What follows belongs to an exercise in optimizing a design on an open flow for small area, a short achievable clock period and few clock cycles per item; a production flow would make more cautious choices.
Only simulation tests tie the RTL to the original design; equivalence was not proved.
Power figures rest on the tool's default switching activity, not on a simulated workload.

===== design.v =====
`default_nettype none
package execPkg;
	localparam int dataWidth = 32;
	localparam int shiftWidth = 5;  
	localparam int mulDigits = 4;
	localparam int mulBits = 2 * mulDigits;
	typedef logic [dataWidth-1:0] word_t;
	typedef enum logic [2:0] {
		opAdd = 3'd0,
		opSub = 3'd1,
		opAnd = 3'd2,
		opOr = 3'd3,
		opSll = 3'd4,
		opSra = 3'd5,
		opMul = 3'd6  
	} aluOp_t;
endpackage
`default_nettype wire
`default_nettype none
module aluUnit (
	input execPkg::word_t opA,
	input execPkg::word_t opB,
	input logic [2:0] op,
	input execPkg::word_t cmpA,  
	input execPkg::word_t cmpB,
	output execPkg::word_t aluSum,  
	output execPkg::word_t aluCarry,  
	output logic aluCin,  
	output logic aluNeq,
	output logic aluLt
);
	localparam int W = execPkg::dataWidth;
	logic [execPkg::shiftWidth-1:0] shAmt;
	execPkg::word_t shStage [execPkg::shiftWidth+1];
	assign shAmt = opB[execPkg::shiftWidth-1:0];  
	assign shStage[0] = opA;
	for (genvar i = 0; i < execPkg::shiftWidth; i++) begin : gShift
		assign shStage[i+1] = shAmt[i]
			? {{(2**i){opA[W-1]}}, shStage[i][W-1:2**i]}
			: shStage[i];
	end
	always_comb begin
		aluCarry = '0;
		aluCin = 1'b0;
		case (op)
			execPkg::opAdd: begin
				aluSum = opA;
				aluCarry = opB;
			end
			execPkg::opSub: begin
				aluSum = opA;  
				aluCarry = ~opB;
				aluCin = 1'b1;
			end
			execPkg::opAnd: aluSum = opA & opB;
			execPkg::opOr: aluSum = opA | opB;
			execPkg::opSra: aluSum = shStage[execPkg::shiftWidth];
			default: aluSum = '0;  
		endcase
	end
	assign aluNeq = (cmpA != cmpB);
	assign aluLt = (cmpA[W-1] != cmpB[W-1]) ? cmpA[W-1] : (cmpA[W-2:0] < cmpB[W-2:0]);
endmodule
module addPrefix (
	input logic [31:0] a,
	input logic [31:0] b,
	input logic cin,
	output logic [31:0] sum
);
	logic [31:0] p;
	logic [31:0] g;
	assign p = a ^ b;
	assign g = a & b;
	logic g0c;
	assign g0c = g[0] | (p[0] & cin);
	logic G0_1;
	assign G0_1 = g[1] | (p[1] & g0c);
	logic G0_3;
	assign G0_3 = g[3] | (p[3] & g[2]);
	logic P0_3;
	assign P0_3 = p[3] & p[2];
	logic G0_5;
	assign G0_5 = g[5] | (p[5] & g[4]);
	logic P0_5;
	assign P0_5 = p[5] & p[4];
	logic G0_7;
	assign G0_7 = g[7] | (p[7] & g[6]);
	logic P0_7;
	assign P0_7 = p[7] & p[6];
	logic G0_9;
	assign G0_9 = g[9] | (p[9] & g[8]);
	logic P0_9;
	assign P0_9 = p[9] & p[8];
	logic G0_11;
	assign G0_11 = g[11] | (p[11] & g[10]);
	logic P0_11;
	assign P0_11 = p[11] & p[10];
	logic G0_13;
	assign G0_13 = g[13] | (p[13] & g[12]);
	logic P0_13;
	assign P0_13 = p[13] & p[12];
	logic G0_15;
	assign G0_15 = g[15] | (p[15] & g[14]);
	logic P0_15;
	assign P0_15 = p[15] & p[14];
	logic G0_17;
	assign G0_17 = g[17] | (p[17] & g[16]);
	logic P0_17;
	assign P0_17 = p[17] & p[16];
	logic G0_19;
	assign G0_19 = g[19] | (p[19] & g[18]);
	logic P0_19;
	assign P0_19 = p[19] & p[18];
	logic G0_21;
	assign G0_21 = g[21] | (p[21] & g[20]);
	logic P0_21;
	assign P0_21 = p[21] & p[20];
	logic G0_23;
	assign G0_23 = g[23] | (p[23] & g[22]);
	logic P0_23;
	assign P0_23 = p[23] & p[22];
	logic G0_25;
	assign G0_25 = g[25] | (p[25] & g[24]);
	logic P0_25;
	assign P0_25 = p[25] & p[24];
	logic G0_27;
	assign G0_27 = g[27] | (p[27] & g[26]);
	logic P0_27;
	assign P0_27 = p[27] & p[26];
	logic G0_29;
	assign G0_29 = g[29] | (p[29] & g[28]);
	logic P0_29;
	assign P0_29 = p[29] & p[28];
	logic G0_31;
	assign G0_31 = g[31] | (p[31] & g[30]);
	logic P0_31;
	assign P0_31 = p[31] & p[30];
	logic G1_3;
	assign G1_3 = G0_3 | (P0_3 & G0_1);
	logic G1_7;
	assign G1_7 = G0_7 | (P0_7 & G0_5);
	logic P1_7;
	assign P1_7 = P0_7 & P0_5;
	logic G1_11;
	assign G1_11 = G0_11 | (P0_11 & G0_9);
	logic P1_11;
	assign P1_11 = P0_11 & P0_9;
	logic G1_15;
	assign G1_15 = G0_15 | (P0_15 & G0_13);
	logic P1_15;
	assign P1_15 = P0_15 & P0_13;
	logic G1_19;
	assign G1_19 = G0_19 | (P0_19 & G0_17);
	logic P1_19;
	assign P1_19 = P0_19 & P0_17;
	logic G1_23;
	assign G1_23 = G0_23 | (P0_23 & G0_21);
	logic P1_23;
	assign P1_23 = P0_23 & P0_21;
	logic G1_27;
	assign G1_27 = G0_27 | (P0_27 & G0_25);
	logic P1_27;
	assign P1_27 = P0_27 & P0_25;
	logic G1_31;
	assign G1_31 = G0_31 | (P0_31 & G0_29);
	logic P1_31;
	assign P1_31 = P0_31 & P0_29;
	logic G2_7;
	assign G2_7 = G1_7 | (P1_7 & G1_3);
	logic G2_15;
	assign G2_15 = G1_15 | (P1_15 & G1_11);
	logic P2_15;
	assign P2_15 = P1_15 & P1_11;
	logic G2_23;
	assign G2_23 = G1_23 | (P1_23 & G1_19);
	logic P2_23;
	assign P2_23 = P1_23 & P1_19;
	logic G2_31;
	assign G2_31 = G1_31 | (P1_31 & G1_27);
	logic P2_31;
	assign P2_31 = P1_31 & P1_27;
	logic G3_15;
	assign G3_15 = G2_15 | (P2_15 & G2_7);
	logic G3_31;
	assign G3_31 = G2_31 | (P2_31 & G2_23);
	logic P3_31;
	assign P3_31 = P2_31 & P2_23;
	logic G4_31;
	assign G4_31 = G3_31 | (P3_31 & G3_15);
	logic G5_23;
	assign G5_23 = G2_23 | (P2_23 & G3_15);
	logic G6_11;
	assign G6_11 = G1_11 | (P1_11 & G2_7);
	logic G6_19;
	assign G6_19 = G1_19 | (P1_19 & G3_15);
	logic G6_27;
	assign G6_27 = G1_27 | (P1_27 & G5_23);
	logic G7_5;
	assign G7_5 = G0_5 | (P0_5 & G1_3);
	logic G7_9;
	assign G7_9 = G0_9 | (P0_9 & G2_7);
	logic G7_13;
	assign G7_13 = G0_13 | (P0_13 & G6_11);
	logic G7_17;
	assign G7_17 = G0_17 | (P0_17 & G3_15);
	logic G7_21;
	assign G7_21 = G0_21 | (P0_21 & G6_19);
	logic G7_25;
	assign G7_25 = G0_25 | (P0_25 & G5_23);
	logic G7_29;
	assign G7_29 = G0_29 | (P0_29 & G6_27);
	logic G8_2;
	assign G8_2 = g[2] | (p[2] & G0_1);
	logic G8_4;
	assign G8_4 = g[4] | (p[4] & G1_3);
	logic G8_6;
	assign G8_6 = g[6] | (p[6] & G7_5);
	logic G8_8;
	assign G8_8 = g[8] | (p[8] & G2_7);
	logic G8_10;
	assign G8_10 = g[10] | (p[10] & G7_9);
	logic G8_12;
	assign G8_12 = g[12] | (p[12] & G6_11);
	logic G8_14;
	assign G8_14 = g[14] | (p[14] & G7_13);
	logic G8_16;
	assign G8_16 = g[16] | (p[16] & G3_15);
	logic G8_18;
	assign G8_18 = g[18] | (p[18] & G7_17);
	logic G8_20;
	assign G8_20 = g[20] | (p[20] & G6_19);
	logic G8_22;
	assign G8_22 = g[22] | (p[22] & G7_21);
	logic G8_24;
	assign G8_24 = g[24] | (p[24] & G5_23);
	logic G8_26;
	assign G8_26 = g[26] | (p[26] & G7_25);
	logic G8_28;
	assign G8_28 = g[28] | (p[28] & G6_27);
	logic G8_30;
	assign G8_30 = g[30] | (p[30] & G7_29);
	logic [31:0] c;
	assign c = {G8_30, G7_29, G8_28, G6_27, G8_26, G7_25, G8_24, G5_23, G8_22, G7_21, G8_20, G6_19, G8_18, G7_17, G8_16, G3_15, G8_14, G7_13, G8_12, G6_11, G8_10, G7_9, G8_8, G2_7, G8_6, G7_5, G8_4, G1_3, G8_2, G0_1, g0c, cin};
	assign sum = p ^ c;
endmodule
`default_nettype wire
`default_nettype none
module mulUnit (
	input execPkg::word_t mcand,  
	input logic [execPkg::mulDigits-1:0] digOne,  
	input logic [execPkg::mulDigits-1:0] digTwo,
	input logic [execPkg::mulDigits-1:0] digNeg,
	input execPkg::word_t accSum,  
	input execPkg::word_t accCarry,
	output execPkg::word_t nextSum,
	output execPkg::word_t nextCarry
);
	boothStep tree (
		.mc(mcand),
		.one(digOne),
		.two(digTwo),
		.neg(digNeg),
		.s(accSum),
		.c(accCarry),
		.os(nextSum),
		.oc(nextCarry)
	);
endmodule
module boothStep (
	input logic [31:0] mc,  
	input logic [3:0] one,  
	input logic [3:0] two,  
	input logic [3:0] neg,  
	input logic [31:0] s,
	input logic [31:0] c,
	output logic [31:0] os,
	output logic [31:0] oc
);
	logic one0, two0, neg0;
	logic [31:0] pp0;
	logic one1, two1, neg1;
	logic [31:2] pp1;
	logic one2, two2, neg2;
	logic [31:4] pp2;
	logic one3, two3, neg3;
	logic [31:6] pp3;
	logic fs1;
	logic fc2;
	logic fs3;
	logic fc4;
	logic fs5;
	logic fc6;
	logic fs7;
	logic fc8;
	logic fs9;
	logic fc10;
	logic fs11;
	logic fc12;
	logic fs13;
	logic fc14;
	logic fs15;
	logic fc16;
	logic fs17;
	logic fc18;
	logic fs19;
	logic fc20;
	logic fs21;
	logic fc22;
	logic fs23;
	logic fc24;
	logic fs25;
	logic fc26;
	logic fs27;
	logic fc28;
	logic fs29;
	logic fc30;
	logic fs31;
	logic fc32;
	logic fs33;
	logic fc34;
	logic fs35;
	logic fc36;
	logic fs37;
	logic fc38;
	logic fs39;
	logic fc40;
	logic fs41;
	logic fc42;
	logic fs43;
	logic fc44;
	logic fs45;
	logic fc46;
	logic fs47;
	logic fc48;
	logic fs49;
	logic fc50;
	logic fs51;
	logic fc52;
	logic fs53;
	logic fc54;
	logic fs55;
	logic fc56;
	logic fs57;
	logic fc58;
	logic fs59;
	logic fc60;
	logic fs61;
	logic fc62;
	logic fs63;
	logic fc64;
	logic fs65;
	logic fc66;
	logic fs67;
	logic fc68;
	logic fs69;
	logic fc70;
	logic fs71;
	logic fc72;
	logic fs73;
	logic fc74;
	logic fs75;
	logic fc76;
	logic fs77;
	logic fc78;
	logic fs79;
	logic fc80;
	logic fs81;
	logic fc82;
	logic fs83;
	logic fc84;
	logic fs85;
	logic fc86;
	logic fs87;
	logic fc88;
	logic fs89;
	logic fc90;
	logic fs91;
	logic fc92;
	logic fs93;
	logic fc94;
	logic fs95;
	logic fc96;
	logic fs97;
	logic fc98;
	logic fs99;
	logic fc100;
	logic fs101;
	logic fc102;
	logic fs103;
	logic fc104;
	logic fs105;
	logic fc106;
	logic fs107;
	logic fc108;
	logic fs109;
	logic fc110;
	logic fs111;
	logic fc112;
	logic fs113;
	logic fc114;
	logic fs115;
	logic fc116;
	logic fs117;
	logic fc118;
	logic fs119;
	logic fc120;
	logic fs121;
	logic fc122;
	logic fs123;
	logic fc124;
	logic fs125;
	logic fc126;
	logic fs127;
	logic fc128;
	logic fs129;
	logic fc130;
	logic fs131;
	logic fc132;
	logic fs133;
	logic fc134;
	logic fs135;
	logic fc136;
	logic fs137;
	logic fc138;
	logic fs139;
	logic fc140;
	logic fs141;
	logic fc142;
	logic fs143;
	logic fc144;
	logic fs145;
	logic fc146;
	logic fs147;
	logic fc148;
	logic fs149;
	logic fc150;
	logic fs151;
	logic fc152;
	logic fs153;
	logic fc154;
	logic fs155;
	logic fc156;
	logic fs157;
	logic fc158;
	logic fs159;
	logic fc160;
	logic fs161;
	logic fc162;
	logic fs163;
	logic fc164;
	logic fs165;
	logic fc166;
	logic fs167;
	logic fc168;
	logic fs169;
	logic fc170;
	logic fs171;
	logic fc172;
	logic fs173;
	logic fc174;
	logic fs175;
	logic fc176;
	logic fs177;
	logic fc178;
	logic fs179;
	logic fc180;
	logic fs181;
	logic fc182;
	logic fs183;
	logic fc184;
	logic fs185;
	logic fc186;
	logic fs187;
	logic fc188;
	logic fs189;
	logic fc190;
	logic fs191;
	logic fc192;
	logic fs193;
	logic fc194;
	logic fs195;
	logic fc196;
	logic fs197;
	logic fc198;
	logic fs199;
	logic fc200;
	logic fs201;
	logic fc202;
	logic fs203;
	logic fc204;
	logic fs205;
	logic fc206;
	logic fs207;
	logic fc208;
	logic fs209;
	logic fc210;
	logic fs211;
	logic fc212;
	logic fs213;
	logic fc214;
	logic fs215;
	logic fc216;
	logic fs217;
	logic fc218;
	logic fs219;
	logic fc220;
	logic fs221;
	logic fc222;
	logic fs223;
	logic fc224;
	logic fs225;
	logic fs226;
	logic fs227;
	logic fs228;
	assign one0 = one[0];
	assign two0 = two[0];
	assign neg0 = neg[0];
	assign pp0[0] = (one0 & mc[0]) ^ neg0;
	assign pp0[1] = ((one0 & mc[1]) | (two0 & mc[0])) ^ neg0;
	assign pp0[2] = ((one0 & mc[2]) | (two0 & mc[1])) ^ neg0;
	assign pp0[3] = ((one0 & mc[3]) | (two0 & mc[2])) ^ neg0;
	assign pp0[4] = ((one0 & mc[4]) | (two0 & mc[3])) ^ neg0;
	assign pp0[5] = ((one0 & mc[5]) | (two0 & mc[4])) ^ neg0;
	assign pp0[6] = ((one0 & mc[6]) | (two0 & mc[5])) ^ neg0;
	assign pp0[7] = ((one0 & mc[7]) | (two0 & mc[6])) ^ neg0;
	assign pp0[8] = ((one0 & mc[8]) | (two0 & mc[7])) ^ neg0;
	assign pp0[9] = ((one0 & mc[9]) | (two0 & mc[8])) ^ neg0;
	assign pp0[10] = ((one0 & mc[10]) | (two0 & mc[9])) ^ neg0;
	assign pp0[11] = ((one0 & mc[11]) | (two0 & mc[10])) ^ neg0;
	assign pp0[12] = ((one0 & mc[12]) | (two0 & mc[11])) ^ neg0;
	assign pp0[13] = ((one0 & mc[13]) | (two0 & mc[12])) ^ neg0;
	assign pp0[14] = ((one0 & mc[14]) | (two0 & mc[13])) ^ neg0;
	assign pp0[15] = ((one0 & mc[15]) | (two0 & mc[14])) ^ neg0;
	assign pp0[16] = ((one0 & mc[16]) | (two0 & mc[15])) ^ neg0;
	assign pp0[17] = ((one0 & mc[17]) | (two0 & mc[16])) ^ neg0;
	assign pp0[18] = ((one0 & mc[18]) | (two0 & mc[17])) ^ neg0;
	assign pp0[19] = ((one0 & mc[19]) | (two0 & mc[18])) ^ neg0;
	assign pp0[20] = ((one0 & mc[20]) | (two0 & mc[19])) ^ neg0;
	assign pp0[21] = ((one0 & mc[21]) | (two0 & mc[20])) ^ neg0;
	assign pp0[22] = ((one0 & mc[22]) | (two0 & mc[21])) ^ neg0;
	assign pp0[23] = ((one0 & mc[23]) | (two0 & mc[22])) ^ neg0;
	assign pp0[24] = ((one0 & mc[24]) | (two0 & mc[23])) ^ neg0;
	assign pp0[25] = ((one0 & mc[25]) | (two0 & mc[24])) ^ neg0;
	assign pp0[26] = ((one0 & mc[26]) | (two0 & mc[25])) ^ neg0;
	assign pp0[27] = ((one0 & mc[27]) | (two0 & mc[26])) ^ neg0;
	assign pp0[28] = ((one0 & mc[28]) | (two0 & mc[27])) ^ neg0;
	assign pp0[29] = ((one0 & mc[29]) | (two0 & mc[28])) ^ neg0;
	assign pp0[30] = ((one0 & mc[30]) | (two0 & mc[29])) ^ neg0;
	assign pp0[31] = ((one0 & mc[31]) | (two0 & mc[30])) ^ neg0;
	assign one1 = one[1];
	assign two1 = two[1];
	assign neg1 = neg[1];
	assign pp1[2] = (one1 & mc[0]) ^ neg1;
	assign pp1[3] = ((one1 & mc[1]) | (two1 & mc[0])) ^ neg1;
	assign pp1[4] = ((one1 & mc[2]) | (two1 & mc[1])) ^ neg1;
	assign pp1[5] = ((one1 & mc[3]) | (two1 & mc[2])) ^ neg1;
	assign pp1[6] = ((one1 & mc[4]) | (two1 & mc[3])) ^ neg1;
	assign pp1[7] = ((one1 & mc[5]) | (two1 & mc[4])) ^ neg1;
	assign pp1[8] = ((one1 & mc[6]) | (two1 & mc[5])) ^ neg1;
	assign pp1[9] = ((one1 & mc[7]) | (two1 & mc[6])) ^ neg1;
	assign pp1[10] = ((one1 & mc[8]) | (two1 & mc[7])) ^ neg1;
	assign pp1[11] = ((one1 & mc[9]) | (two1 & mc[8])) ^ neg1;
	assign pp1[12] = ((one1 & mc[10]) | (two1 & mc[9])) ^ neg1;
	assign pp1[13] = ((one1 & mc[11]) | (two1 & mc[10])) ^ neg1;
	assign pp1[14] = ((one1 & mc[12]) | (two1 & mc[11])) ^ neg1;
	assign pp1[15] = ((one1 & mc[13]) | (two1 & mc[12])) ^ neg1;
	assign pp1[16] = ((one1 & mc[14]) | (two1 & mc[13])) ^ neg1;
	assign pp1[17] = ((one1 & mc[15]) | (two1 & mc[14])) ^ neg1;
	assign pp1[18] = ((one1 & mc[16]) | (two1 & mc[15])) ^ neg1;
	assign pp1[19] = ((one1 & mc[17]) | (two1 & mc[16])) ^ neg1;
	assign pp1[20] = ((one1 & mc[18]) | (two1 & mc[17])) ^ neg1;
	assign pp1[21] = ((one1 & mc[19]) | (two1 & mc[18])) ^ neg1;
	assign pp1[22] = ((one1 & mc[20]) | (two1 & mc[19])) ^ neg1;
	assign pp1[23] = ((one1 & mc[21]) | (two1 & mc[20])) ^ neg1;
	assign pp1[24] = ((one1 & mc[22]) | (two1 & mc[21])) ^ neg1;
	assign pp1[25] = ((one1 & mc[23]) | (two1 & mc[22])) ^ neg1;
	assign pp1[26] = ((one1 & mc[24]) | (two1 & mc[23])) ^ neg1;
	assign pp1[27] = ((one1 & mc[25]) | (two1 & mc[24])) ^ neg1;
	assign pp1[28] = ((one1 & mc[26]) | (two1 & mc[25])) ^ neg1;
	assign pp1[29] = ((one1 & mc[27]) | (two1 & mc[26])) ^ neg1;
	assign pp1[30] = ((one1 & mc[28]) | (two1 & mc[27])) ^ neg1;
	assign pp1[31] = ((one1 & mc[29]) | (two1 & mc[28])) ^ neg1;
	assign one2 = one[2];
	assign two2 = two[2];
	assign neg2 = neg[2];
	assign pp2[4] = (one2 & mc[0]) ^ neg2;
	assign pp2[5] = ((one2 & mc[1]) | (two2 & mc[0])) ^ neg2;
	assign pp2[6] = ((one2 & mc[2]) | (two2 & mc[1])) ^ neg2;
	assign pp2[7] = ((one2 & mc[3]) | (two2 & mc[2])) ^ neg2;
	assign pp2[8] = ((one2 & mc[4]) | (two2 & mc[3])) ^ neg2;
	assign pp2[9] = ((one2 & mc[5]) | (two2 & mc[4])) ^ neg2;
	assign pp2[10] = ((one2 & mc[6]) | (two2 & mc[5])) ^ neg2;
	assign pp2[11] = ((one2 & mc[7]) | (two2 & mc[6])) ^ neg2;
	assign pp2[12] = ((one2 & mc[8]) | (two2 & mc[7])) ^ neg2;
	assign pp2[13] = ((one2 & mc[9]) | (two2 & mc[8])) ^ neg2;
	assign pp2[14] = ((one2 & mc[10]) | (two2 & mc[9])) ^ neg2;
	assign pp2[15] = ((one2 & mc[11]) | (two2 & mc[10])) ^ neg2;
	assign pp2[16] = ((one2 & mc[12]) | (two2 & mc[11])) ^ neg2;
	assign pp2[17] = ((one2 & mc[13]) | (two2 & mc[12])) ^ neg2;
	assign pp2[18] = ((one2 & mc[14]) | (two2 & mc[13])) ^ neg2;
	assign pp2[19] = ((one2 & mc[15]) | (two2 & mc[14])) ^ neg2;
	assign pp2[20] = ((one2 & mc[16]) | (two2 & mc[15])) ^ neg2;
	assign pp2[21] = ((one2 & mc[17]) | (two2 & mc[16])) ^ neg2;
	assign pp2[22] = ((one2 & mc[18]) | (two2 & mc[17])) ^ neg2;
	assign pp2[23] = ((one2 & mc[19]) | (two2 & mc[18])) ^ neg2;
	assign pp2[24] = ((one2 & mc[20]) | (two2 & mc[19])) ^ neg2;
	assign pp2[25] = ((one2 & mc[21]) | (two2 & mc[20])) ^ neg2;
	assign pp2[26] = ((one2 & mc[22]) | (two2 & mc[21])) ^ neg2;
	assign pp2[27] = ((one2 & mc[23]) | (two2 & mc[22])) ^ neg2;
	assign pp2[28] = ((one2 & mc[24]) | (two2 & mc[23])) ^ neg2;
	assign pp2[29] = ((one2 & mc[25]) | (two2 & mc[24])) ^ neg2;
	assign pp2[30] = ((one2 & mc[26]) | (two2 & mc[25])) ^ neg2;
	assign pp2[31] = ((one2 & mc[27]) | (two2 & mc[26])) ^ neg2;
	assign one3 = one[3];
	assign two3 = two[3];
	assign neg3 = neg[3];
	assign pp3[6] = (one3 & mc[0]) ^ neg3;
	assign pp3[7] = ((one3 & mc[1]) | (two3 & mc[0])) ^ neg3;
	assign pp3[8] = ((one3 & mc[2]) | (two3 & mc[1])) ^ neg3;
	assign pp3[9] = ((one3 & mc[3]) | (two3 & mc[2])) ^ neg3;
	assign pp3[10] = ((one3 & mc[4]) | (two3 & mc[3])) ^ neg3;
	assign pp3[11] = ((one3 & mc[5]) | (two3 & mc[4])) ^ neg3;
	assign pp3[12] = ((one3 & mc[6]) | (two3 & mc[5])) ^ neg3;
	assign pp3[13] = ((one3 & mc[7]) | (two3 & mc[6])) ^ neg3;
	assign pp3[14] = ((one3 & mc[8]) | (two3 & mc[7])) ^ neg3;
	assign pp3[15] = ((one3 & mc[9]) | (two3 & mc[8])) ^ neg3;
	assign pp3[16] = ((one3 & mc[10]) | (two3 & mc[9])) ^ neg3;
	assign pp3[17] = ((one3 & mc[11]) | (two3 & mc[10])) ^ neg3;
	assign pp3[18] = ((one3 & mc[12]) | (two3 & mc[11])) ^ neg3;
	assign pp3[19] = ((one3 & mc[13]) | (two3 & mc[12])) ^ neg3;
	assign pp3[20] = ((one3 & mc[14]) | (two3 & mc[13])) ^ neg3;
	assign pp3[21] = ((one3 & mc[15]) | (two3 & mc[14])) ^ neg3;
	assign pp3[22] = ((one3 & mc[16]) | (two3 & mc[15])) ^ neg3;
	assign pp3[23] = ((one3 & mc[17]) | (two3 & mc[16])) ^ neg3;
	assign pp3[24] = ((one3 & mc[18]) | (two3 & mc[17])) ^ neg3;
	assign pp3[25] = ((one3 & mc[19]) | (two3 & mc[18])) ^ neg3;
	assign pp3[26] = ((one3 & mc[20]) | (two3 & mc[19])) ^ neg3;
	assign pp3[27] = ((one3 & mc[21]) | (two3 & mc[20])) ^ neg3;
	assign pp3[28] = ((one3 & mc[22]) | (two3 & mc[21])) ^ neg3;
	assign pp3[29] = ((one3 & mc[23]) | (two3 & mc[22])) ^ neg3;
	assign pp3[30] = ((one3 & mc[24]) | (two3 & mc[23])) ^ neg3;
	assign pp3[31] = ((one3 & mc[25]) | (two3 & mc[24])) ^ neg3;
	assign fs1 = neg0 ^ s[0] ^ c[0];
	assign fc2 = (neg0 & s[0]) | (neg0 & c[0]) | (s[0] & c[0]);
	assign fs3 = s[1] ^ c[1] ^ fc2;
	assign fc4 = (s[1] & c[1]) | (s[1] & fc2) | (c[1] & fc2);
	assign fs5 = neg1 ^ s[2] ^ c[2];
	assign fc6 = (neg1 & s[2]) | (neg1 & c[2]) | (s[2] & c[2]);
	assign fs7 = pp0[2] ^ pp1[2] ^ fs5;
	assign fc8 = (pp0[2] & pp1[2]) | (pp0[2] & fs5) | (pp1[2] & fs5);
	assign fs9 = s[3] ^ c[3] ^ fc6;
	assign fc10 = (s[3] & c[3]) | (s[3] & fc6) | (c[3] & fc6);
	assign fs11 = pp0[3] ^ pp1[3] ^ fc8;
	assign fc12 = (pp0[3] & pp1[3]) | (pp0[3] & fc8) | (pp1[3] & fc8);
	assign fs13 = neg2 ^ s[4] ^ c[4];
	assign fc14 = (neg2 & s[4]) | (neg2 & c[4]) | (s[4] & c[4]);
	assign fs15 = pp0[4] ^ pp1[4] ^ pp2[4];
	assign fc16 = (pp0[4] & pp1[4]) | (pp0[4] & pp2[4]) | (pp1[4] & pp2[4]);
	assign fs17 = fs13 ^ fc10 ^ fs15;
	assign fc18 = (fs13 & fc10) | (fs13 & fs15) | (fc10 & fs15);
	assign fs19 = s[5] ^ c[5] ^ fc14;
	assign fc20 = (s[5] & c[5]) | (s[5] & fc14) | (c[5] & fc14);
	assign fs21 = pp0[5] ^ pp1[5] ^ pp2[5];
	assign fc22 = (pp0[5] & pp1[5]) | (pp0[5] & pp2[5]) | (pp1[5] & pp2[5]);
	assign fs23 = fc16 ^ fs19 ^ fs21;
	assign fc24 = (fc16 & fs19) | (fc16 & fs21) | (fs19 & fs21);
	assign fs25 = neg3 ^ s[6] ^ c[6];
	assign fc26 = (neg3 & s[6]) | (neg3 & c[6]) | (s[6] & c[6]);
	assign fs27 = pp0[6] ^ pp1[6] ^ pp2[6];
	assign fc28 = (pp0[6] & pp1[6]) | (pp0[6] & pp2[6]) | (pp1[6] & pp2[6]);
	assign fs29 = pp3[6] ^ fs25 ^ fc20;
	assign fc30 = (pp3[6] & fs25) | (pp3[6] & fc20) | (fs25 & fc20);
	assign fs31 = fc22 ^ fs27 ^ fs29;
	assign fc32 = (fc22 & fs27) | (fc22 & fs29) | (fs27 & fs29);
	assign fs33 = s[7] ^ c[7] ^ fc26;
	assign fc34 = (s[7] & c[7]) | (s[7] & fc26) | (c[7] & fc26);
	assign fs35 = pp0[7] ^ pp1[7] ^ pp2[7];
	assign fc36 = (pp0[7] & pp1[7]) | (pp0[7] & pp2[7]) | (pp1[7] & pp2[7]);
	assign fs37 = pp3[7] ^ fc28 ^ fs33;
	assign fc38 = (pp3[7] & fc28) | (pp3[7] & fs33) | (fc28 & fs33);
	assign fs39 = fs35 ^ fc30 ^ fs37;
	assign fc40 = (fs35 & fc30) | (fs35 & fs37) | (fc30 & fs37);
	assign fs41 = s[8] ^ c[8] ^ pp0[8];
	assign fc42 = (s[8] & c[8]) | (s[8] & pp0[8]) | (c[8] & pp0[8]);
	assign fs43 = pp1[8] ^ pp2[8] ^ pp3[8];
	assign fc44 = (pp1[8] & pp2[8]) | (pp1[8] & pp3[8]) | (pp2[8] & pp3[8]);
	assign fs45 = fc34 ^ fc36 ^ fs41;
	assign fc46 = (fc34 & fc36) | (fc34 & fs41) | (fc36 & fs41);
	assign fs47 = fs43 ^ fc38 ^ fs45;
	assign fc48 = (fs43 & fc38) | (fs43 & fs45) | (fc38 & fs45);
	assign fs49 = s[9] ^ c[9] ^ pp0[9];
	assign fc50 = (s[9] & c[9]) | (s[9] & pp0[9]) | (c[9] & pp0[9]);
	assign fs51 = pp1[9] ^ pp2[9] ^ pp3[9];
	assign fc52 = (pp1[9] & pp2[9]) | (pp1[9] & pp3[9]) | (pp2[9] & pp3[9]);
	assign fs53 = fc42 ^ fc44 ^ fs49;
	assign fc54 = (fc42 & fc44) | (fc42 & fs49) | (fc44 & fs49);
	assign fs55 = fs51 ^ fc46 ^ fs53;
	assign fc56 = (fs51 & fc46) | (fs51 & fs53) | (fc46 & fs53);
	assign fs57 = s[10] ^ c[10] ^ pp0[10];
	assign fc58 = (s[10] & c[10]) | (s[10] & pp0[10]) | (c[10] & pp0[10]);
	assign fs59 = pp1[10] ^ pp2[10] ^ pp3[10];
	assign fc60 = (pp1[10] & pp2[10]) | (pp1[10] & pp3[10]) | (pp2[10] & pp3[10]);
	assign fs61 = fc50 ^ fc52 ^ fs57;
	assign fc62 = (fc50 & fc52) | (fc50 & fs57) | (fc52 & fs57);
	assign fs63 = fs59 ^ fc54 ^ fs61;
	assign fc64 = (fs59 & fc54) | (fs59 & fs61) | (fc54 & fs61);
	assign fs65 = s[11] ^ c[11] ^ pp0[11];
	assign fc66 = (s[11] & c[11]) | (s[11] & pp0[11]) | (c[11] & pp0[11]);
	assign fs67 = pp1[11] ^ pp2[11] ^ pp3[11];
	assign fc68 = (pp1[11] & pp2[11]) | (pp1[11] & pp3[11]) | (pp2[11] & pp3[11]);
	assign fs69 = fc58 ^ fc60 ^ fs65;
	assign fc70 = (fc58 & fc60) | (fc58 & fs65) | (fc60 & fs65);
	assign fs71 = fs67 ^ fc62 ^ fs69;
	assign fc72 = (fs67 & fc62) | (fs67 & fs69) | (fc62 & fs69);
	assign fs73 = s[12] ^ c[12] ^ pp0[12];
	assign fc74 = (s[12] & c[12]) | (s[12] & pp0[12]) | (c[12] & pp0[12]);
	assign fs75 = pp1[12] ^ pp2[12] ^ pp3[12];
	assign fc76 = (pp1[12] & pp2[12]) | (pp1[12] & pp3[12]) | (pp2[12] & pp3[12]);
	assign fs77 = fc66 ^ fc68 ^ fs73;
	assign fc78 = (fc66 & fc68) | (fc66 & fs73) | (fc68 & fs73);
	assign fs79 = fs75 ^ fc70 ^ fs77;
	assign fc80 = (fs75 & fc70) | (fs75 & fs77) | (fc70 & fs77);
	assign fs81 = s[13] ^ c[13] ^ pp0[13];
	assign fc82 = (s[13] & c[13]) | (s[13] & pp0[13]) | (c[13] & pp0[13]);
	assign fs83 = pp1[13] ^ pp2[13] ^ pp3[13];
	assign fc84 = (pp1[13] & pp2[13]) | (pp1[13] & pp3[13]) | (pp2[13] & pp3[13]);
	assign fs85 = fc74 ^ fc76 ^ fs81;
	assign fc86 = (fc74 & fc76) | (fc74 & fs81) | (fc76 & fs81);
	assign fs87 = fs83 ^ fc78 ^ fs85;
	assign fc88 = (fs83 & fc78) | (fs83 & fs85) | (fc78 & fs85);
	assign fs89 = s[14] ^ c[14] ^ pp0[14];
	assign fc90 = (s[14] & c[14]) | (s[14] & pp0[14]) | (c[14] & pp0[14]);
	assign fs91 = pp1[14] ^ pp2[14] ^ pp3[14];
	assign fc92 = (pp1[14] & pp2[14]) | (pp1[14] & pp3[14]) | (pp2[14] & pp3[14]);
	assign fs93 = fc82 ^ fc84 ^ fs89;
	assign fc94 = (fc82 & fc84) | (fc82 & fs89) | (fc84 & fs89);
	assign fs95 = fs91 ^ fc86 ^ fs93;
	assign fc96 = (fs91 & fc86) | (fs91 & fs93) | (fc86 & fs93);
	assign fs97 = s[15] ^ c[15] ^ pp0[15];
	assign fc98 = (s[15] & c[15]) | (s[15] & pp0[15]) | (c[15] & pp0[15]);
	assign fs99 = pp1[15] ^ pp2[15] ^ pp3[15];
	assign fc100 = (pp1[15] & pp2[15]) | (pp1[15] & pp3[15]) | (pp2[15] & pp3[15]);
	assign fs101 = fc90 ^ fc92 ^ fs97;
	assign fc102 = (fc90 & fc92) | (fc90 & fs97) | (fc92 & fs97);
	assign fs103 = fs99 ^ fc94 ^ fs101;
	assign fc104 = (fs99 & fc94) | (fs99 & fs101) | (fc94 & fs101);
	assign fs105 = s[16] ^ c[16] ^ pp0[16];
	assign fc106 = (s[16] & c[16]) | (s[16] & pp0[16]) | (c[16] & pp0[16]);
	assign fs107 = pp1[16] ^ pp2[16] ^ pp3[16];
	assign fc108 = (pp1[16] & pp2[16]) | (pp1[16] & pp3[16]) | (pp2[16] & pp3[16]);
	assign fs109 = fc98 ^ fc100 ^ fs105;
	assign fc110 = (fc98 & fc100) | (fc98 & fs105) | (fc100 & fs105);
	assign fs111 = fs107 ^ fc102 ^ fs109;
	assign fc112 = (fs107 & fc102) | (fs107 & fs109) | (fc102 & fs109);
	assign fs113 = s[17] ^ c[17] ^ pp0[17];
	assign fc114 = (s[17] & c[17]) | (s[17] & pp0[17]) | (c[17] & pp0[17]);
	assign fs115 = pp1[17] ^ pp2[17] ^ pp3[17];
	assign fc116 = (pp1[17] & pp2[17]) | (pp1[17] & pp3[17]) | (pp2[17] & pp3[17]);
	assign fs117 = fc106 ^ fc108 ^ fs113;
	assign fc118 = (fc106 & fc108) | (fc106 & fs113) | (fc108 & fs113);
	assign fs119 = fs115 ^ fc110 ^ fs117;
	assign fc120 = (fs115 & fc110) | (fs115 & fs117) | (fc110 & fs117);
	assign fs121 = s[18] ^ c[18] ^ pp0[18];
	assign fc122 = (s[18] & c[18]) | (s[18] & pp0[18]) | (c[18] & pp0[18]);
	assign fs123 = pp1[18] ^ pp2[18] ^ pp3[18];
	assign fc124 = (pp1[18] & pp2[18]) | (pp1[18] & pp3[18]) | (pp2[18] & pp3[18]);
	assign fs125 = fc114 ^ fc116 ^ fs121;
	assign fc126 = (fc114 & fc116) | (fc114 & fs121) | (fc116 & fs121);
	assign fs127 = fs123 ^ fc118 ^ fs125;
	assign fc128 = (fs123 & fc118) | (fs123 & fs125) | (fc118 & fs125);
	assign fs129 = s[19] ^ c[19] ^ pp0[19];
	assign fc130 = (s[19] & c[19]) | (s[19] & pp0[19]) | (c[19] & pp0[19]);
	assign fs131 = pp1[19] ^ pp2[19] ^ pp3[19];
	assign fc132 = (pp1[19] & pp2[19]) | (pp1[19] & pp3[19]) | (pp2[19] & pp3[19]);
	assign fs133 = fc122 ^ fc124 ^ fs129;
	assign fc134 = (fc122 & fc124) | (fc122 & fs129) | (fc124 & fs129);
	assign fs135 = fs131 ^ fc126 ^ fs133;
	assign fc136 = (fs131 & fc126) | (fs131 & fs133) | (fc126 & fs133);
	assign fs137 = s[20] ^ c[20] ^ pp0[20];
	assign fc138 = (s[20] & c[20]) | (s[20] & pp0[20]) | (c[20] & pp0[20]);
	assign fs139 = pp1[20] ^ pp2[20] ^ pp3[20];
	assign fc140 = (pp1[20] & pp2[20]) | (pp1[20] & pp3[20]) | (pp2[20] & pp3[20]);
	assign fs141 = fc130 ^ fc132 ^ fs137;
	assign fc142 = (fc130 & fc132) | (fc130 & fs137) | (fc132 & fs137);
	assign fs143 = fs139 ^ fc134 ^ fs141;
	assign fc144 = (fs139 & fc134) | (fs139 & fs141) | (fc134 & fs141);
	assign fs145 = s[21] ^ c[21] ^ pp0[21];
	assign fc146 = (s[21] & c[21]) | (s[21] & pp0[21]) | (c[21] & pp0[21]);
	assign fs147 = pp1[21] ^ pp2[21] ^ pp3[21];
	assign fc148 = (pp1[21] & pp2[21]) | (pp1[21] & pp3[21]) | (pp2[21] & pp3[21]);
	assign fs149 = fc138 ^ fc140 ^ fs145;
	assign fc150 = (fc138 & fc140) | (fc138 & fs145) | (fc140 & fs145);
	assign fs151 = fs147 ^ fc142 ^ fs149;
	assign fc152 = (fs147 & fc142) | (fs147 & fs149) | (fc142 & fs149);
	assign fs153 = s[22] ^ c[22] ^ pp0[22];
	assign fc154 = (s[22] & c[22]) | (s[22] & pp0[22]) | (c[22] & pp0[22]);
	assign fs155 = pp1[22] ^ pp2[22] ^ pp3[22];
	assign fc156 = (pp1[22] & pp2[22]) | (pp1[22] & pp3[22]) | (pp2[22] & pp3[22]);
	assign fs157 = fc146 ^ fc148 ^ fs153;
	assign fc158 = (fc146 & fc148) | (fc146 & fs153) | (fc148 & fs153);
	assign fs159 = fs155 ^ fc150 ^ fs157;
	assign fc160 = (fs155 & fc150) | (fs155 & fs157) | (fc150 & fs157);
	assign fs161 = s[23] ^ c[23] ^ pp0[23];
	assign fc162 = (s[23] & c[23]) | (s[23] & pp0[23]) | (c[23] & pp0[23]);
	assign fs163 = pp1[23] ^ pp2[23] ^ pp3[23];
	assign fc164 = (pp1[23] & pp2[23]) | (pp1[23] & pp3[23]) | (pp2[23] & pp3[23]);
	assign fs165 = fc154 ^ fc156 ^ fs161;
	assign fc166 = (fc154 & fc156) | (fc154 & fs161) | (fc156 & fs161);
	assign fs167 = fs163 ^ fc158 ^ fs165;
	assign fc168 = (fs163 & fc158) | (fs163 & fs165) | (fc158 & fs165);
	assign fs169 = s[24] ^ c[24] ^ pp0[24];
	assign fc170 = (s[24] & c[24]) | (s[24] & pp0[24]) | (c[24] & pp0[24]);
	assign fs171 = pp1[24] ^ pp2[24] ^ pp3[24];
	assign fc172 = (pp1[24] & pp2[24]) | (pp1[24] & pp3[24]) | (pp2[24] & pp3[24]);
	assign fs173 = fc162 ^ fc164 ^ fs169;
	assign fc174 = (fc162 & fc164) | (fc162 & fs169) | (fc164 & fs169);
	assign fs175 = fs171 ^ fc166 ^ fs173;
	assign fc176 = (fs171 & fc166) | (fs171 & fs173) | (fc166 & fs173);
	assign fs177 = s[25] ^ c[25] ^ pp0[25];
	assign fc178 = (s[25] & c[25]) | (s[25] & pp0[25]) | (c[25] & pp0[25]);
	assign fs179 = pp1[25] ^ pp2[25] ^ pp3[25];
	assign fc180 = (pp1[25] & pp2[25]) | (pp1[25] & pp3[25]) | (pp2[25] & pp3[25]);
	assign fs181 = fc170 ^ fc172 ^ fs177;
	assign fc182 = (fc170 & fc172) | (fc170 & fs177) | (fc172 & fs177);
	assign fs183 = fs179 ^ fc174 ^ fs181;
	assign fc184 = (fs179 & fc174) | (fs179 & fs181) | (fc174 & fs181);
	assign fs185 = s[26] ^ c[26] ^ pp0[26];
	assign fc186 = (s[26] & c[26]) | (s[26] & pp0[26]) | (c[26] & pp0[26]);
	assign fs187 = pp1[26] ^ pp2[26] ^ pp3[26];
	assign fc188 = (pp1[26] & pp2[26]) | (pp1[26] & pp3[26]) | (pp2[26] & pp3[26]);
	assign fs189 = fc178 ^ fc180 ^ fs185;
	assign fc190 = (fc178 & fc180) | (fc178 & fs185) | (fc180 & fs185);
	assign fs191 = fs187 ^ fc182 ^ fs189;
	assign fc192 = (fs187 & fc182) | (fs187 & fs189) | (fc182 & fs189);
	assign fs193 = s[27] ^ c[27] ^ pp0[27];
	assign fc194 = (s[27] & c[27]) | (s[27] & pp0[27]) | (c[27] & pp0[27]);
	assign fs195 = pp1[27] ^ pp2[27] ^ pp3[27];
	assign fc196 = (pp1[27] & pp2[27]) | (pp1[27] & pp3[27]) | (pp2[27] & pp3[27]);
	assign fs197 = fc186 ^ fc188 ^ fs193;
	assign fc198 = (fc186 & fc188) | (fc186 & fs193) | (fc188 & fs193);
	assign fs199 = fs195 ^ fc190 ^ fs197;
	assign fc200 = (fs195 & fc190) | (fs195 & fs197) | (fc190 & fs197);
	assign fs201 = s[28] ^ c[28] ^ pp0[28];
	assign fc202 = (s[28] & c[28]) | (s[28] & pp0[28]) | (c[28] & pp0[28]);
	assign fs203 = pp1[28] ^ pp2[28] ^ pp3[28];
	assign fc204 = (pp1[28] & pp2[28]) | (pp1[28] & pp3[28]) | (pp2[28] & pp3[28]);
	assign fs205 = fc194 ^ fc196 ^ fs201;
	assign fc206 = (fc194 & fc196) | (fc194 & fs201) | (fc196 & fs201);
	assign fs207 = fs203 ^ fc198 ^ fs205;
	assign fc208 = (fs203 & fc198) | (fs203 & fs205) | (fc198 & fs205);
	assign fs209 = s[29] ^ c[29] ^ pp0[29];
	assign fc210 = (s[29] & c[29]) | (s[29] & pp0[29]) | (c[29] & pp0[29]);
	assign fs211 = pp1[29] ^ pp2[29] ^ pp3[29];
	assign fc212 = (pp1[29] & pp2[29]) | (pp1[29] & pp3[29]) | (pp2[29] & pp3[29]);
	assign fs213 = fc202 ^ fc204 ^ fs209;
	assign fc214 = (fc202 & fc204) | (fc202 & fs209) | (fc204 & fs209);
	assign fs215 = fs211 ^ fc206 ^ fs213;
	assign fc216 = (fs211 & fc206) | (fs211 & fs213) | (fc206 & fs213);
	assign fs217 = s[30] ^ c[30] ^ pp0[30];
	assign fc218 = (s[30] & c[30]) | (s[30] & pp0[30]) | (c[30] & pp0[30]);
	assign fs219 = pp1[30] ^ pp2[30] ^ pp3[30];
	assign fc220 = (pp1[30] & pp2[30]) | (pp1[30] & pp3[30]) | (pp2[30] & pp3[30]);
	assign fs221 = fc210 ^ fc212 ^ fs217;
	assign fc222 = (fc210 & fc212) | (fc210 & fs217) | (fc212 & fs217);
	assign fs223 = fs219 ^ fc214 ^ fs221;
	assign fc224 = (fs219 & fc214) | (fs219 & fs221) | (fc214 & fs221);
	assign fs225 = s[31] ^ c[31] ^ pp0[31];
	assign fs226 = pp1[31] ^ pp2[31] ^ pp3[31];
	assign fs227 = fc218 ^ fc220 ^ fs225;
	assign fs228 = fs226 ^ fc222 ^ fs227;
	assign os = {fc224, fc216, fc208, fc200, fc192, fc184, fc176, fc168, fc160, fc152, fc144, fc136, fc128, fc120, fc112, fc104, fc96, fc88, fc80, fc72, fc64, fc56, fc48, fc40, fc32, fc24, fc18, fc12, fs9, fc4, pp0[1], pp0[0]};
	assign oc = {fs228, fs223, fs215, fs207, fs199, fs191, fs183, fs175, fs167, fs159, fs151, fs143, fs135, fs127, fs119, fs111, fs103, fs95, fs87, fs79, fs71, fs63, fs55, fs47, fs39, fs31, fs23, fs17, fs11, fs7, fs3, fs1};
endmodule
`default_nettype wire
`default_nettype none
module execControl (
	input logic clk,
	input logic rst,
	input logic start,
	input logic [2:0] op,
	input execPkg::word_t opA,
	input execPkg::word_t opB,
	output execPkg::word_t latA,
	output execPkg::word_t latB,
	output logic [2:0] latOp,
	output logic [execPkg::mulDigits-1:0] digOne,  
	output logic [execPkg::mulDigits-1:0] digTwo,
	output logic [execPkg::mulDigits-1:0] digNeg,
	input execPkg::word_t aluSum,
	input execPkg::word_t aluCarry,
	input logic aluCin,
	input logic aluNeq,
	input logic aluLt,
	input execPkg::word_t nextSum,
	input execPkg::word_t nextCarry,
	output execPkg::word_t accSum,
	output execPkg::word_t accCarry,
	output logic firstStep,
	output execPkg::word_t result,
	output logic neq,
	output logic lt,
	output logic done,
	output logic busy
);
	localparam int W = execPkg::dataWidth;
	localparam int NB = execPkg::mulBits;
	localparam int D = execPkg::mulDigits;
	logic accept;
	logic valid;  
	logic last;  
	logic nextLast;
	execPkg::word_t nextB;  
	logic stepping;  
	logic shift;  
	logic shiftQ;
	logic mulAccept;
	logic isSll;  
	logic capNeq;  
	logic capLt;
	logic nextStepping;
	logic rowsDone;  
	logic accCin;
	logic rowNeq;  
	logic rowLt;
	execPkg::word_t sum;
	logic [NB:0] digBits;  
	logic [D-1:0] nextOne;
	logic [D-1:0] nextTwo;
	logic [D-1:0] nextNeg;
	assign shift = shiftQ;
	assign busy = shiftQ;
	assign accept = start && !busy && (op != 3'd7);  
	assign isSll = (op == execPkg::opSll);
	assign mulAccept = accept && (op == execPkg::opMul || isSll);
	assign nextStepping = mulAccept || shift;
	always_ff @(posedge clk) begin
		if (rst) begin
			valid <= 1'b0;
			firstStep <= 1'b0;
			stepping <= 1'b0;
			shiftQ <= 1'b0;
			rowsDone <= 1'b0;
			done <= 1'b0;
		end else begin
			valid <= accept;
			firstStep <= mulAccept;
			stepping <= nextStepping;
			shiftQ <= nextStepping && !nextLast;
			rowsDone <= (valid && !firstStep) || (stepping && last);
			done <= rowsDone;
		end
	end
	assign nextB = shift ? {{NB{latB[W-1]}}, latB[W-1:NB]} : opB;  
	always_ff @(posedge clk) begin
		if (shift) begin
			latA <= latA << NB;
		end else begin
			latA <= isSll ? opA << {opB[execPkg::shiftWidth-1:3], 3'b000} : opA;
			latOp <= op;
		end
		latB <= nextB;
	end
	assign digBits = {nextB[NB-1:0], shift && latB[NB-1]};
	assign nextLast = (!shift && isSll) || (nextB[W-1:NB-1] == {(W-NB+1){nextB[W-1]}});
	always_comb begin
		for (int j = 0; j < D; j++) begin
			if (!shift && isSll) begin
				nextOne[j] = (opB[2:1] == j) && !opB[0];
				nextTwo[j] = (opB[2:1] == j) && opB[0];
				nextNeg[j] = 1'b0;
			end else begin
				nextOne[j] = digBits[2*j+1] ^ digBits[2*j];
				nextTwo[j] = (digBits[2*j+2] && !digBits[2*j+1] && !digBits[2*j])
					|| (!digBits[2*j+2] && digBits[2*j+1] && digBits[2*j]);
				nextNeg[j] = digBits[2*j+2];
			end
		end
	end
	always_ff @(posedge clk) begin
		digOne <= nextOne;
		digTwo <= nextTwo;
		digNeg <= nextNeg;
		last <= nextLast;
	end
	always_ff @(posedge clk) begin
		if (stepping) begin
			accSum <= nextSum;
			accCarry <= nextCarry;
			accCin <= 1'b0;
		end else begin
			accSum <= aluSum;
			accCarry <= aluCarry;
			accCin <= aluCin;
		end
		if (accept) begin
			capNeq <= aluNeq;
			capLt <= aluLt;
		end
		if (valid) begin
			rowNeq <= capNeq;
			rowLt <= capLt;
		end
		result <= sum;
		neq <= rowNeq;
		lt <= rowLt;
	end
	addPrefix adder (
		.a(accSum),
		.b(accCarry),
		.cin(accCin),
		.sum(sum)
	);
endmodule
`default_nettype wire
`default_nettype none
module execTop (
	input logic clk,
	input logic rst,
	input logic start,
	input logic [2:0] op,  
	input logic [31:0] opA,
	input logic [31:0] opB,
	output logic [31:0] result,
	output logic neq,
	output logic lt,
	output logic done,
	output logic busy
);
	execPkg::word_t latA;
	execPkg::word_t latB;
	logic [2:0] latOp;
	logic [execPkg::mulDigits-1:0] digOne;
	logic [execPkg::mulDigits-1:0] digTwo;
	logic [execPkg::mulDigits-1:0] digNeg;
	execPkg::word_t aluSum;
	execPkg::word_t aluCarry;
	logic aluCin;
	logic aluNeq;
	logic aluLt;
	execPkg::word_t nextSum;
	execPkg::word_t nextCarry;
	execPkg::word_t accSum;
	execPkg::word_t accCarry;
	logic firstStep;
	execControl control (
		.clk(clk),
		.rst(rst),
		.start(start),
		.op(op),
		.opA(opA),
		.opB(opB),
		.latA(latA),
		.latB(latB),
		.latOp(latOp),
		.digOne(digOne),
		.digTwo(digTwo),
		.digNeg(digNeg),
		.aluSum(aluSum),
		.aluCarry(aluCarry),
		.aluCin(aluCin),
		.aluNeq(aluNeq),
		.aluLt(aluLt),
		.nextSum(nextSum),
		.nextCarry(nextCarry),
		.accSum(accSum),
		.accCarry(accCarry),
		.firstStep(firstStep),
		.result(result),
		.neq(neq),
		.lt(lt),
		.done(done),
		.busy(busy)
	);
	aluUnit alu (
		.opA(latA),
		.opB(latB),
		.op(latOp),
		.cmpA(opA),
		.cmpB(opB),
		.aluSum(aluSum),
		.aluCarry(aluCarry),
		.aluCin(aluCin),
		.aluNeq(aluNeq),
		.aluLt(aluLt)
	);
	mulUnit mul (
		.mcand(latA),
		.digOne(digOne),
		.digTwo(digTwo),
		.digNeg(digNeg),
		.accSum(firstStep ? '0 : accSum),
		.accCarry(firstStep ? '0 : accCarry),
		.nextSum(nextSum),
		.nextCarry(nextCarry)
	);
endmodule
`default_nettype wire

===== constraint.sdc =====
create_clock -name core_clock -period 6.0 [get_ports {clk}]
set_input_delay 1.2000 -clock core_clock [delete_from_list [all_inputs] [get_ports {clk}]]
set_output_delay 1.2000 -clock core_clock [all_outputs]
set_load 0.01 [all_outputs]

===== run.sh =====
#!/bin/bash
# synth_recipe.tcl (not shown) runs the flow's synth.tcl, then flattens the netlist and writes it again
# the make line also repeats each setting of config.mk as NAME=value (left out here)
make -C /OpenROAD-flow-scripts/flow DESIGN_CONFIG=/design/flow/config.mk WORK_HOME=/design/flow/orfs CLKGATE_MAP_FILE= SYNTH_SCRIPT=/design/flow/synth_recipe.tcl finish

===== config.mk =====
export PLATFORM = sky130hd
export DESIGN_NAME = execTop
export DESIGN_NICKNAME = execTop
export VERILOG_FILES = /design/flow/design.v
export SDC_FILE = /design/flow/constraint.sdc
export NUM_CORES = 4
export LEC_CHECK = 0
export ABC_AREA = 1
export CAP_MARGIN = 20
export CORE_MARGIN = 2
export CORE_UTILIZATION = 40
export CTS_BUF_LIST = sky130_fd_sc_hd__clkbuf_4 sky130_fd_sc_hd__clkbuf_8
export SETUP_SLACK_MARGIN = 3.0
export SLEW_MARGIN = 20

==> impl_metrics.ini, run 1 <==
[worst_setup_path]
worst_path_arrival_ps = 3430
critical_path.endpoint_type = flop
cpPeakStageDelay_ps = 500
critical_path_class = flop to flop
critPathRequiredTime_ps = 6430
worst_path_max_delay_cell = sky130_fd_sc_hd__fa_1
critPathMaxFanout = 15
worst-r2r-setup-slack_ps = 3000
cpMostUsedCell = sky130_fd_sc_hd__fa_1
worstSetupStartpointType = flop
path_cells = clkinvlp_4 > buf_12 > o22ai_1 > xor2_1 > fa_1 > fa_1 > fa_1 > nor2_1 > a31oi_1

[synthesis]
yosys.area_share.xor_xnor_pct = 7.20
mappedNetlistNets = 2450
edff_count_synth = 7
yosys_most_used_dff = sky130_fd_sc_hd__dfxtp_1
cell_type_with_the_largest_total_area_after_synthesis = sky130_fd_sc_hd__dfxtp_1
ys_warn_count = 3
post_synth_num_cell_types = 47
netlist_area_sq_um = 16300
post_synth_mux_area_share_pct = 0.0614
postSynthRegisterBits = 189
share_of_async_settable_or_async_resettable_flops_after_synthesis_pct = 0
synth_top_cells_by_area = sky130_fd_sc_hd__dfxtp_1, sky130_fd_sc_hd__fa_1, sky130_fd_sc_hd__nand2_1
main_combinational_cell_family_by_area_after_synthesis = simple AND/OR/NAND/NOR gates
netlist_instances = 2192
synth_seq_area_share_pct = 23.6
synth.most_common_cell = sky130_fd_sc_hd__nand2_1
synth_top_cell_area_share_pct = 22.4
synth-simple-area-share_pct = 23.8
complex_gate_fraction_of_the_synthesized_area_pct = 14.8
postSynthAreaPerCell_sq_um = 7.44
synth_adder_area_share_pct = 20.4
synth_common_cells = sky130_fd_sc_hd__nand2_1, sky130_fd_sc_hd__inv_1, sky130_fd_sc_hd__nand3_1

[cells_and_area]
drive_gt1_share_pct = 9.61
syn_to_final_growth_pct = 13.5
final_net_count = 2492
antenna_cells = 0

[timing]
setup_slack_ps = 3000
finalSetupTns_ps = 0
tightestPinTransition_ps = 1000
drv_slew = 0
timing_hold_violations_final = 0
post-route-period-util_pct = 49.9
worst_clock_skew_ps = 22.5
setup_viol = 0
worst_slew_margin_rel_pct = 33.2
rsz0062_at_grt = true
max_freq_mhz = 334
finalCriticalPeriod_ps = 3000

[floorplan]
floorplan.die_area_sq_um = 42400
fp-row-count = 73
core_area_sq_um = 40000
io_pins = 106
fp.dieW_um = 206
die_h_um = 206
floorplan.initialDensity_pct = 40.7

[power_and_ir_drop]
peakVddDrop_v = 0.000172
cellLeakagePower_nw = 8.60
totalPowerFinal_mw = 6.01
power_per_cell_area_nw_per_um2 = 325

[global_routing]
grtUsageTotal_pct = 28.4
grt_start_max_net_pins = 84
grt.overflow.total = 0
grt_pass1_vias = 15200
antenna_found_initial = 0
wire_length_of_the_first_global_routing_pass_um = 90800

[clock_network]
sinks_on_the_clock_net = 189
ctsRootBufferMaster = sky130_fd_sc_hd__clkbuf_8
clock_tree.buffer_depth = 2
tritoncts = built
cts_hold_buf = 0
h-tree-depth = 4
clock_insertion_delay_worst_skew_ps = 540
clkSlewWorstSetupHoldPaths_ps = 120
cts-buffers-inserted = 17

[detailed_routing]
totalWireLength_um = 59600
firstDrtPassIters = 5
via_count = 15700
drtAntennaViolNets = 0
detail_route.wl_per_cell_um = 21.5
post_drt_via_cell_ratio = 5.65
first_iter_violations = 1715
drc_errors = 0

[placed_design]
dp_hpwl_um = 45400
buffer_ports.inserted = 105
globalplace.congestion = 0.987
setup_ws_pre_cts_ps = 2380

[flow_run]
max_cap_viol_count = 0

[min_path]
worst_hold_path_type = flop to flop

[run_status]
outcome = finished clean
==> layout make-up <==
cell class                      instances  area (sq um)
Clock inverter                         15           170
Clock buffer                           17           234
Timing Repair Buffer                  145          1470
Multi-Input combinational cell       1611         11000
Sequential cell                       189          3890
Timing Repair inverter                  4          26.3
Tap cell                              525           657
Fill cell                            4099         21500
Inverter                              266          1090
==> routing by layer <==
layer,share of wire (%),track usage [%]
met1,43,38.2
met4,4.8,13.0
met3,7.7,4.46
met5,0,0
met2,45,45.0
==> worst max-delay path: cells and delay by family (launching register included) <==
family	cells	cell delay, ps
adder cells (fa/ha/maj)	3	1480
AO/OA/AOI/OAI	2	480
flip-flops	1	440
buffers and inverters	2	300
XOR/XNOR	1	130
AND/OR/NAND/NOR	1	60
==> timing repair <==
action	4_1_cts	5_1_grt
setup buffers	10	9
pin swaps	0	13
setup endpoints to repair	60	37
resized for setup	57	63
gates cloned	2	3
==> report_power, final <==
part	internal, mW	switching [mW]
clock	0.350	0.561
sequential	1.51	0.188
combinational	1.45	1.94
==> cells by family after synthesis <==
family	after synthesis
simple gates	889
compound gates	399
buf+inv	392
flops	189
fa+ha+maj	188
xor+xnor	134
mux	1
==> final timing paths <==
path,to,from,cells after the start
hold reg to reg,control.neq$_DFF_P_,control.rowNeq$_DFFE_PP_,0
setup reg to reg,control.accCarry[9]$_DFF_P_,control.digTwo[1]$_DFF_P_,9
hold / removal,control.neq$_DFF_P_,control.rowNeq$_DFFE_PP_,0
setup / recovery,control.accCarry[9]$_DFF_P_,control.digTwo[1]$_DFF_P_,9
==> cells in the final DEF (no fill, tap or decap), types with 10 or more instances in the layout <==
cell and count:
sky130_fd_sc_hd__a221oi_1 14, sky130_fd_sc_hd__inv_2 15, sky130_fd_sc_hd__dfxtp_1 169, sky130_fd_sc_hd__clkdlybuf4s50_1 104, sky130_fd_sc_hd__fa_1 124, sky130_fd_sc_hd__nand3_1 210
sky130_fd_sc_hd__inv_4 20, sky130_fd_sc_hd__o21ai_1 33, sky130_fd_sc_hd__nand2_2 11, sky130_fd_sc_hd__a21oi_1 55, sky130_fd_sc_hd__xor2_1 121, sky130_fd_sc_hd__clkinvlp_4 10
sky130_fd_sc_hd__o22ai_1 112, sky130_fd_sc_hd__ha_1 59, sky130_fd_sc_hd__o211ai_1 32, sky130_fd_sc_hd__inv_1 218, sky130_fd_sc_hd__buf_4 27, sky130_fd_sc_hd__clkbuf_8 17
sky130_fd_sc_hd__nand3_2 25, sky130_fd_sc_hd__nor3_1 12, sky130_fd_sc_hd__a31oi_1 36, sky130_fd_sc_hd__nand2_1 467, sky130_fd_sc_hd__o21ai_0 83, sky130_fd_sc_hd__nor2_1 136
==> stage by stage <==
stage,instances,area [sq um],utilization (%),hold WS (ps)
after floorplan,2192,16300,-,323
after global placement,2716,17500,43.8,349
after detailed placement,2716,17500,43.8,346
after CTS,2760,18200,45.4,373
after global routing,2772,18500,46.3,386
final,2772,18500,46.3,364
==> sequential cells by signal (all words and copies together), names as in the netlist, 3 cells and up <==
register / count
control.latA: 32
control.digOne: 4
control.digNeg: 4
control.digTwo: 4
control.result: 32
control.latB: 32
control.accSum: 32
control.accCarry: 32
control.latOp: 3
Testbench counts, summed over its fixed seeds: cycles 15,655, ops 12,000.
==> run 2: changes to the inputs <==
--- a/config.mk
+++ b/config.mk
@@ -9,6 +9,5 @@
 export CAP_MARGIN = 20
 export CORE_MARGIN = 2
 export CORE_UTILIZATION = 40
-export CTS_BUF_LIST = sky130_fd_sc_hd__clkbuf_4 sky130_fd_sc_hd__clkbuf_8
-export SETUP_SLACK_MARGIN = 3.0
+export SETUP_SLACK_MARGIN = 3.1
 export SLEW_MARGIN = 20
==> impl_metrics.ini, run 2 <==
[run_status]
outcome = finished clean

[timing]
max_freq_mhz = 336
rsz0062_at_grt = true
post-route-period-util_pct = 49.6
timing_hold_violations_final = 0
finalCriticalPeriod_ps = 2980
tightestPinTransition_ps = 992
finalSetupTns_ps = 0
drv_slew = 0
fin_worst_hold_slack_ps = 357
worst_clock_skew_ps = 13.3
setup_viol = 0
worst_slew_margin_rel_pct = 33.8

[power_and_ir_drop]
p_seq_share_pct = 26.8
power_per_cell_area_nw_per_um2 = 333
totalPowerFinal_mw = 6.34
cellLeakagePower_nw = 8.83
p_sw_mw = 2.76
combPwrFrac_pct = 54.4
power.share.clock_pct = 18.8
peakVddDrop_v = 0.000220
intPower_mw = 3.59
power.switching_fraction_pct = 43.4

[detailed_routing]
drc_errors = 0
first_iter_violations = 1982
via_count = 16000
wirelength_met1_um = 26000
detail_route.wl_per_cell_um = 21.7
post_drt_via_cell_ratio = 5.73
firstDrtPassIters = 6
totalWireLength_um = 60700
drtAntennaViolNets = 0
route.top_layer_used = met4
met3_routed_wl_um = 4710
wl_met2_um = 27700

[min_path]
worst_hold_path_type = flop to flop
hold_path_end = control.neq$_DFF_P_
hold_path.startpoint = control.rowNeq$_DFFE_PP_
whs_path_depth = 0

[cells_and_area]
syn_to_final_growth_pct = 16.9
most_common_cell_after_layout_fill_and_taps_aside = sky130_fd_sc_hd__nand2_1
final-instance-count-excl-fill = 2795
final_net_count = 2515
drive_gt1_share_pct = 11.7
final_cell_mix = sky130_fd_sc_hd__nand2_1, sky130_fd_sc_hd__inv_1, sky130_fd_sc_hd__nand3_1
antenna_cells = 0

[worst_setup_path]
rr_startpoint = control.digTwo[0]$_DFF_P_
worstSetupStartpointType = flop
critical_path_class = flop to flop
worst_path_max_delay_cell = sky130_fd_sc_hd__fa_1
worst-r2r-cell-count = 9
worst-r2r-setup-slack_ps = 3020
timing.rr.end = control.accCarry[12]$_DFF_P_
cpMostUsedCell = sky130_fd_sc_hd__fa_1
worst_path_arrival_ps = 3360
cpPeakStageDelay_ps = 500
critical_path.endpoint_type = flop
critPathRequiredTime_ps = 6390
critPathMaxFanout = 21
path_cells = clkinvlp_4 > buf_12 > o22ai_1 > xor2_1 > fa_1 > fa_1 > fa_1 > nor2_1 > a31oi_1

[synthesis]
netlist_area_sq_um = 16300
share_of_async_settable_or_async_resettable_flops_after_synthesis_pct = 0
synth_top_cell_area_share_pct = 22.4
synth_common_cells = sky130_fd_sc_hd__nand2_1, sky130_fd_sc_hd__inv_1, sky130_fd_sc_hd__nand3_1
post_synth_num_cell_types = 47
edff_count_synth = 7
synth_top_cells_by_area = sky130_fd_sc_hd__dfxtp_1, sky130_fd_sc_hd__fa_1, sky130_fd_sc_hd__nand2_1
ys_warn_count = 3
postSynthAreaPerCell_sq_um = 7.44
mappedNetlistNets = 2450
postSynthRegisterBits = 189
netlist_instances = 2192
synth_seq_area_share_pct = 23.6
yosys_most_used_dff = sky130_fd_sc_hd__dfxtp_1
cell_type_with_the_largest_total_area_after_synthesis = sky130_fd_sc_hd__dfxtp_1
synth.most_common_cell = sky130_fd_sc_hd__nand2_1

[floorplan]
die_h_um = 206
floorplan.initialDensity_pct = 40.7
fp-row-count = 73
floorplan.die_area_sq_um = 42400
io_pins = 106
fp.dieW_um = 206
core_area_sq_um = 40000

[clock_network]
sinks_on_the_clock_net = 189
clock_tree.buffer_depth = 2
clock_insertion_delay_worst_skew_ps = 480
clkSlewWorstSetupHoldPaths_ps = 80
ctsRootBufferMaster = sky130_fd_sc_hd__clkbuf_16
tritoncts = built
cts-buffers-inserted = 17
h-tree-depth = 4

[global_routing]
grt_start_max_net_pins = 84
grt_pass1_vias = 15400
antenna_found_initial = 0
wire_length_of_the_first_global_routing_pass_um = 92300
grtUsageTotal_pct = 29.0
grt.overflow.total = 0

[placed_design]
buffer_ports.inserted = 105
dp_hpwl_um = 45400
post_place_cells = 2716
globalplace.congestion = 0.987

[flow_run]
max_cap_viol_count = 0
-- run 2: cell counts after synthesis --
No cell type changed its count.
-- run 2: routing by layer --
layer	up-vias	global-route usage, %
li1	7360	-
met2	894	46.5
met4	0	12.1
met3	129	4.56
met1	7635	38.8
met5	-	0
-- run 2: stage by stage --
| stage | worst slack [ps] | instance area, sq um | utilization (%) |
|---|---|---|---|
| 5_1_grt | 2950 | 19000 | 47.6 |
| 3_5_place_dp | 2380 | 17500 | 43.8 |
| 4_1_cts | 3020 | 18700 | 46.8 |
| 3_3_place_gp | 2350 | 17500 | 43.8 |
| 6_report | 3020 | 19000 | 47.6 |
| 2_1_floorplan | 3130 | 16300 | - |
-- run 2: what timing repair did --
item,in CTS,in global routing
hold buffers,0,0
pin swaps,14,12
gates cloned,6,1
endpoints found under the hold margin,0,0
gates resized for setup,112,51
setup endpoints to repair,73,36
buffers inserted,19,21
-- run 2: cells by family (layout without fill, tap and decap cells) --
| group | count (synthesis) | in the layout | synth area share (%) |
|---|---|---|---|
| buffers and inverters | 392 | 470 | 10.1 |
| AO/OA/AOI/OAI | 399 | 399 | 14.8 |
| flip-flops | 189 | 189 | 23.6 |
| AND/OR/NAND/NOR | 889 | 889 | 23.8 |
| XOR/XNOR | 134 | 134 | 7.20 |
| adder cells (fa/ha/maj) | 188 | 188 | 20.4 |
| multiplexers | 1 | 1 | 0.0614 |
-- run 2: cell type report --
class                           instances  area (sq um)
Inverter                              266          1130
Tap cell                              525           657
Timing Repair Buffer                  168          1690
Sequential cell                       189          3910
Timing Repair inverter                  4          26.3
Clock buffer                           17           425
Multi-Input combinational cell       1611         11000
Fill cell                            4040         21000
Clock inverter                         15           170
-- run 2: critical path, delay by kind of cell (launching register included) --
| kind | cells | cell delay (ps) |
|---|---|---|
| adders and majority gates | 3 | 1440 |
| AOI/OAI and AO/OA | 2 | 490 |
| DFF | 1 | 350 |
| buffers and inverters | 2 | 310 |
| xor gates and xnor gates | 1 | 230 |
| and+or+nand+nor | 1 | 50 |
-- run 2: worst max-delay path by stage --
stage / startpoint / end / slack, ps / depth (start not counted)
3_3_place_gp: opB[3] / control.capLt$_DFFE_PP_ / 2350 / 10
3_5_place_dp: opB[3] / control.capLt$_DFFE_PP_ / 2380 / 10
4_1_cts: control.latA[13]$_DFF_P_ / control.accCarry[18]$_DFF_P_ / 3020 / 8
2_1_floorplan: control.firstStep$_SDFF_PP0_ / control.accCarry[7]$_DFF_P_ / 3130 / 9
6_report: control.digTwo[0]$_DFF_P_ / control.accCarry[12]$_DFF_P_ / 3020 / 9
5_1_grt: control.digTwo[0]$_DFF_P_ / control.accCarry[12]$_DFF_P_ / 2950 / 9
-- run 2: power groups by stage --
stage                     combinational [mW]  sequential, mW  clock [mW]
final                                   3.45            1.70        1.20
after global routing                    3.91            1.73        1.25
after CTS                               3.41            1.70        1.21
after floorplan                         2.26            1.70           0
after detailed placement                3.29            1.71           0
after global placement                  3.21            1.71           0

## afterwards: timing with drivers on the ports
The flow's constraints put no driver on any port. The routed layouts listed below were extracted and timed again, unchanged, in two steps.
Step 1, drivers: a clkbuf_16 drives clk and a buf_2 each remaining input, both assumed.
Step 2 moves the port delays by t, midway between the first and last clock arrival at a register: inputs arrive t later, outputs are due t later. That takes back most of the time a late clock gives input paths.
Slacks: no drivers / after step 1 / after step 2; pairs: no drivers / after step 1.
run | t, ns | slack for setup (ns) | worst setup path at the end | cell pins on the clock port's net
run 1 | 0.583 | 3.005 / 3.005 / 2.608 | input to register | 1
run 2 | 0.528 | 3.023 / 3.023 / 2.691 | input to register | 1
After both steps setup and hold are still met in every run listed. For run 1, which loses most, drivers alone change the setup slack by 0.000 ns; drivers and shift together by -0.397 ns.
